This is an optimization exercise on Yosys and OpenROAD, whose aim is small area, a short achievable clock period and few clock cycles per item, not a production implementation. RTL that was checked went through simulation tests only; none was proved equivalent to the original. Power and IR drop assume default switching activity.

## old
## round_robin_time_slice_scheduler
module round_robin_time_slice_scheduler #(
    parameter int MAX_TASKS = 8
) (
    input  logic        i_clk,
    input  logic        i_rst_n,
    input  logic        i_in_valid,
    output logic        o_in_ready,
    input  logic [1:0]  i_in_action,
    input  logic [2:0]  i_in_slot,
    input  logic [7:0]  i_in_burst,
    input  logic [15:0] i_in_arrival,
    output logic        o_out_valid,
    input  logic        i_out_ready,
    output logic [2:0]  o_out_ran_slot,
    output logic        o_out_idle,
    output logic        o_out_completed,
    output logic [15:0] o_out_completion_time,
    output logic        o_out_all_done,
    input  logic        psel,
    input  logic        penable,
    input  logic        pwrite,
    input  logic [2:0]  paddr,
    input  logic [31:0] pwdata,
    output logic [31:0] prdata,
    output logic        pready
);
    logic [7:0] r_quantum;
    logic [3:0] r_task_count;
    logic [7:0] r_prdata;
    logic       r_pready;
    logic       cfg_wr;
    logic       acc, exec, head_en, head_from_sk, sk_en;
    assign pready = r_pready;
    assign prdata = {24'd0, r_prdata};
    assign cfg_wr = psel && penable && pwrite && r_pready;
    always_ff @(posedge i_clk) begin
        if (!i_rst_n) begin
            r_quantum    <= 8'd2;
            r_task_count <= 4'd8;
            r_pready     <= 1'b0;
        end else begin
            r_pready <= psel;
            if (cfg_wr) begin
                if (paddr[2]) r_task_count <= pwdata[3:0];
                else          r_quantum    <= pwdata[7:0];
            end
        end
    end
    always_ff @(posedge i_clk) begin
        r_prdata <= paddr[2] ? {4'd0, r_task_count} : r_quantum;
  ...
Size: roughly 1900 cells after synthesis, about 400 flip-flops, ~130 I/O pins, ~20000 um2 of cells after synthesis.
Settings: LEC_CHECK=0, CAP_MARGIN=20, CORE_MARGIN=2, CORE_UTILIZATION=40, SLEW_MARGIN=20; clock period 10.0 ns.
standard.sh (not shown) runs the stock make flow with config.mk's settings and CLKGATE_MAP_FILE= SYNTH_SCRIPT=/design/flow/synth_recipe.tcl, a recipe that flattens the netlist after the stock synthesis.
==> flow/flow/run.sh <==
#!/bin/bash
set -euo pipefail
bash standard.sh SETUP_SLACK_MARGIN=7 "BUFFER_PORTS_ARGS=-buffer_cell sky130_fd_sc_hd__buf_2" finish > standard_flow.log 2>&1
The flow did not stop early for old: all stages ran, and the layout cleared the timing, DRC and antenna checks.
Input changes introduced in new (baseline for comparison: old):
==> flow/flow/run.sh <==
#!/bin/bash
set -euo pipefail
bash standard.sh SETUP_SLACK_MARGIN=7 finish > standard_flow.log 2>&1
## What came out
Comparing the two runs side by side, new comes out behind old on final routed wirelength across all metal layers.
Area added between synthesis and finish, new and old: larger value in new
Against old, new comes in 3.2% higher on sum of met2 wire segment lengths after detailed routing.
Function was not checked in any run of this note: the RTL went through the layout flow alone.

cedar:
round_robin_time_slice_scheduler, a different RTL version from the one above (not shown whole).
Size: ~2000 cells after synthesis, roughly 360 flip-flops, ~19000 um2 of cells after synthesis.
clock: 10.0 ns
lec_check: 0
abc_area: 1
cap_margin: 20
core_margin: 2
core_utilization: 60
cts_cluster_diameter: 80
cts_cluster_size: 20
slew_margin: 20
==> flow/flow/run.sh <==
#!/bin/bash
set -euo pipefail
bash standard.sh SETUP_SLACK_MARGIN=7 "BUFFER_PORTS_ARGS=-buffer_cell sky130_fd_sc_hd__buf_2" finish > standard_flow.log 2>&1
cedar reached the end of the flow, and the finished layout is clean on the timing, DRC and antenna checks.
Testbench counts of cedar, summed over its fixed seeds: cycles 6,637, items 6,509.
Input-level comparison between lagoon and cedar:
diff --git a/flow/config.mk b/flow/config.mk
--- a/flow/config.mk
+++ b/flow/config.mk
@@ -10,3 +10,3 @@
 export CORE_MARGIN = 2
-export CORE_UTILIZATION = 60
+export CORE_UTILIZATION = 55
 export CTS_CLUSTER_DIAMETER = 80
==> comparison <==
lagoon: all stages complete, timing, DRC and antenna checks passed. Sort lagoon and cedar by final period demand of the worst path, ascending, and lagoon comes first. Side by side, area growth from synthesis to layout turned out lower in lagoon than in cedar. For the first-iteration DRC count, lagoon came in 16% lower than cedar did.
What amber does differently from lagoon at the input level:
diff --git a/flow/config.mk b/flow/config.mk
--- a/flow/config.mk
+++ b/flow/config.mk
@@ -10,3 +10,3 @@
 export CORE_MARGIN = 2
-export CORE_UTILIZATION = 55
+export CORE_UTILIZATION = 50
 export CTS_CLUSTER_DIAMETER = 80
### Flow results
lagoon → amber: worst setup slack lost 0.038 ns; area overhead of the layout relative to synthesis picked up an extra 2.2 points; via count picked up an extra 178.
Summary of amber over lagoon: count of buffers not belonging to the clock network in the layout went up by 19%; area used by multi-input combinational logic went up by 2.7%; final clock period utilization by the worst path went up by 0.38 points; routed wire length went up by 2500 um.
Side by side, total buffers and inverters traversed by the critical path turned out higher in amber than in lagoon.
Input-level comparison between tundra and amber:
diff --git a/flow/config.mk b/flow/config.mk
--- a/flow/config.mk
+++ b/flow/config.mk
@@ -10,3 +10,3 @@
 export CORE_MARGIN = 2
-export CORE_UTILIZATION = 50
+export CORE_UTILIZATION = 55
 export CTS_CLUSTER_DIAMETER = 80
@@ -14 +14,2 @@
 export SLEW_MARGIN = 20
+export TNS_END_PERCENT = 10
## What came out
- Going from amber to tundra, the net switching power figure was found to have gone down by 1.1%.
- | non-clock buffer area fraction after layout | tundra vs amber | 1.8 points lower |
- tundra: arrival time of data at the critical path endpoint lower than amber
- Looking at post-route minimum period, tundra sits above amber.
- Looking at hold slack, tundra sits 0.013 ns lower than amber does.
- tundra leaves less setup margin than amber.
- Fmax | tundra vs amber | tundra slower
- The lower post-synthesis to final-layout area growth came out of tundra.
- Initial cell density of the core for tundra is higher than for amber.
- The count of clock-buffer cells in the layout in tundra sits about 2.7% above the value recorded for amber.
- Comparing amber with tundra, the internal power came out essentially unchanged.

## v6
Another version of the RTL of round_robin_time_slice_scheduler (not shown whole).
For scale: about 1800 cells after synthesis, ~360 flip-flops, ~130 I/O pins.
==> flow/config.mk <==
export PLATFORM = sky130hd
export DESIGN_NAME = round_robin_time_slice_scheduler
export DESIGN_NICKNAME = round_robin_time_slice_scheduler
export VERILOG_FILES = /design/flow/design.v
export SDC_FILE = /design/flow/constraint.sdc
export NUM_CORES = 4
export LEC_CHECK = 0
export CAP_MARGIN = 20
export CORE_MARGIN = 2
export CORE_UTILIZATION = 40
export SLEW_MARGIN = 20
==> flow/constraint.sdc <==
create_clock -name core_clock -period 10.0 [get_ports {i_clk}]
set_input_delay 2.0000 -clock core_clock [delete_from_list [all_inputs] [get_ports {i_clk}]]
set_output_delay 2.0000 -clock core_clock [all_outputs]
set_load 0.01 [all_outputs]
==> flow/flow/run.sh <==
#!/bin/bash
set -euo pipefail
bash standard.sh SETUP_SLACK_MARGIN=7 finish > standard_flow.log 2>&1
Input-level comparison between v2 and v6:
- an added SETUP_SLACK_MARGIN of 5
- an added ABC_CLOCK_PERIOD_IN_PS of 3000
==> flow/run.sh (new file) <==
#!/bin/bash
# synth_recipe.tcl (not shown) runs the flow's synth.tcl, then flattens the netlist and writes it again
# the make line also repeats each setting of config.mk as NAME=value (left out here)
make -C /OpenROAD-flow-scripts/flow DESIGN_CONFIG=/design/flow/config.mk WORK_HOME=/design/flow/orfs CLKGATE_MAP_FILE= SYNTH_SCRIPT=/design/flow/synth_recipe.tcl finish
removed: flow/flow/run.sh
removed: flow/standard.sh
## What came out
Going from v6 to v2, the utilization was found to have gone down by 7.8 points. Per the comparison of v2 with v6, number of signal-net buffers in the layout went down about 60%, maximum frequency moved down, design internal power moved up. v6 -> v2: met1 wire length decreased by more than 10%. v2 completed end to end with timing, DRC and antenna clean. Taking v2 over v6, the largest net degree at the start of global routing ratio works out to 1.9.
### v2 -> v19
- ABC_CLOCK_PERIOD_IN_PS no longer set, was 3000
- SETUP_SLACK_MARGIN no longer set, was 5
==> run summary <==
In summary, v2 completed successfully, with a layout that passed the timing, DRC and antenna checks. v19: all stages complete, timing, DRC and antenna checks passed. In the tables for v19 and v2, worst setup slack reads higher with v2. Core utilization in v19 is 0.40 points lower than in v2. From v2 to v19 the numbers moved as follows: overall routed net length rose by about 0.5%; maximum VDD drop fell by 0.00000083 V.
Setup changes, v19 to v11
==> flow/flow/run.sh (new file) <==
#!/bin/bash
set -euo pipefail
bash standard.sh SETUP_SLACK_MARGIN=6 finish > standard_flow.log 2>&1
==> flow/standard.sh (new file) <==
#!/bin/bash
# synth_recipe.tcl (not shown) runs the flow's synth.tcl, then flattens the netlist and writes it again
# the make line also repeats each setting of config.mk as NAME=value (left out here)
make -C /OpenROAD-flow-scripts/flow DESIGN_CONFIG=/design/flow/config.mk WORK_HOME=/design/flow/orfs CLKGATE_MAP_FILE= SYNTH_SCRIPT=/design/flow/synth_recipe.tcl "${@:-finish}"
removed: flow/run.sh
Findings:
Total power of the final layout, v19 and v11: larger value in v11
Of the two candidates, v19 has the better leakage power summed over all cells and v11 the worse one.
Going from v19 to v11, the layout overhead on the synthesized area was found to have gone up by 3.8 points.
Looking at worst hold slack across both flows, v11 is the stronger of the two, with v19 trailing.
Relative to v19, power share of the clock group has gone down in v11.
Compare v19 and v11 | global routing met3 resource utilization higher: v11
In v11, the final period demand of the worst path came out 1530 ps below the value in v19.
In v11 the highest net fanout along the worst path turned out 78 lower than in v19.
v11: per-cell routed wire length 0.91% above v19
v11 against v19; non-clock buffer count is up by more than a quarter.
Switching share of power in v11 vs v19: up 0.60 points
No functional check of the RTL was part of any run of this note.

round_robin_time_slice_scheduler, a different RTL version from the one above (not shown whole).
Size: ~2000 cells after synthesis, roughly 360 flip-flops, ~130 I/O pins, roughly 19000 um^2 of cells after synthesis.
export LEC_CHECK = 0
export ABC_AREA = 1
export CAP_MARGIN = 20
export CORE_MARGIN = 2
export CORE_UTILIZATION = 55
export CTS_CLUSTER_DIAMETER = 80
export CTS_CLUSTER_SIZE = 20
export SLEW_MARGIN = 20
create_clock -name core_clock -period 10.0 [get_ports {i_clk}]
==> flow/flow/run.sh <==
#!/bin/bash
set -euo pipefail
bash standard.sh SETUP_SLACK_MARGIN=7 "BUFFER_PORTS_ARGS=-buffer_cell sky130_fd_sc_hd__buf_2" finish > standard_flow.log 2>&1
The starting point finished with timing, DRC and antenna clean.
Next try:
--- a/flow/config.mk
+++ b/flow/config.mk
@@ -10,5 +10,6 @@
 export CORE_MARGIN = 2
 export CORE_UTILIZATION = 55
-export CTS_CLUSTER_DIAMETER = 80
-export CTS_CLUSTER_SIZE = 20
+export CTS_BUF_LIST = sky130_fd_sc_hd__clkbuf_8
+export CTS_CLUSTER_DIAMETER = 60
+export CTS_CLUSTER_SIZE = 14
 export SLEW_MARGIN = 20
Effect: The changed run completed with no timing, DRC or antenna violations. Routed wire length came out higher by 1.1%. Non-clock buffer count came out higher by 2. Sequential share of layout area barely changes.
No functional check of the RTL was part of any run of this note.

## what the ideal ports hide
No port has a modelled driver above. Below, the same layouts with a new extraction and two added sets of constraints. Step 1: set_driving_cell puts a clkbuf_16 on i_clk and a buf_2 on each other input, an assumption about the parent block. Step 2 moves the port delays by t, midway between the first and last clock arrival at a register: inputs arrive t later, outputs are due t later. That takes back most of the time a late clock gives input paths. Slacks: ideal ports / drivers / drivers and shift; pairs: ideal ports / drivers.
| run | shift t [ns] | slack for setup (ns) | worst register clock-pin slew, ns | worst data-port slew with drivers (ns) | cell pins on the clock port's net |
|---|---|---|---|---|---|
| old | 0.620 | 6.885 / 6.828 / 6.643 | 0.06 / 0.06 | 0.03 | 1 |
| new | 0.613 | 6.863 / 6.840 / 6.432 | 0.07 / 0.07 | 0.05 | 1 |
| cedar | 0.603 | 6.902 / 6.881 / 6.294 | 0.09 / 0.09 | 0.07 | 1 |
| lagoon | 0.611 | 6.908 / 6.875 / 6.304 | 0.09 / 0.09 | 0.08 | 1 |
| amber | 0.613 | 6.870 / 6.851 / 6.293 | 0.09 / 0.09 | 0.06 | 1 |
| tundra | 0.599 | 6.812 / 6.757 / 6.269 | 0.09 / 0.09 | 0.09 | 1 |
| v6 | 0.615 | 6.381 / 6.402 / 5.787 | 0.06 / 0.06 | 0.09 | 1 |
| v2 | 0.600 | 5.214 / 5.226 / 4.626 | 0.06 / 0.06 | 0.07 | 1 |
| v19 | 0.609 | 4.559 / 4.570 / 3.960 | 0.06 / 0.06 | 0.08 | 1 |
| v11 | 0.608 | 6.085 / 6.106 / 5.498 | 0.06 / 0.06 | 0.11 | 1 |
| the first run of note 4 | 0.601 | 6.842 / 6.857 / 6.273 | 0.09 / 0.09 | 0.09 | 1 |
| the second run of note 4 | 0.631 | 6.886 / 6.860 / 6.283 | 0.09 / 0.09 | 0.09 | 1 |
After both steps setup and hold are still met in every run listed. The setup slack of cedar, which loses most, moves by -0.021 ns with the drivers and by -0.608 ns with both steps.
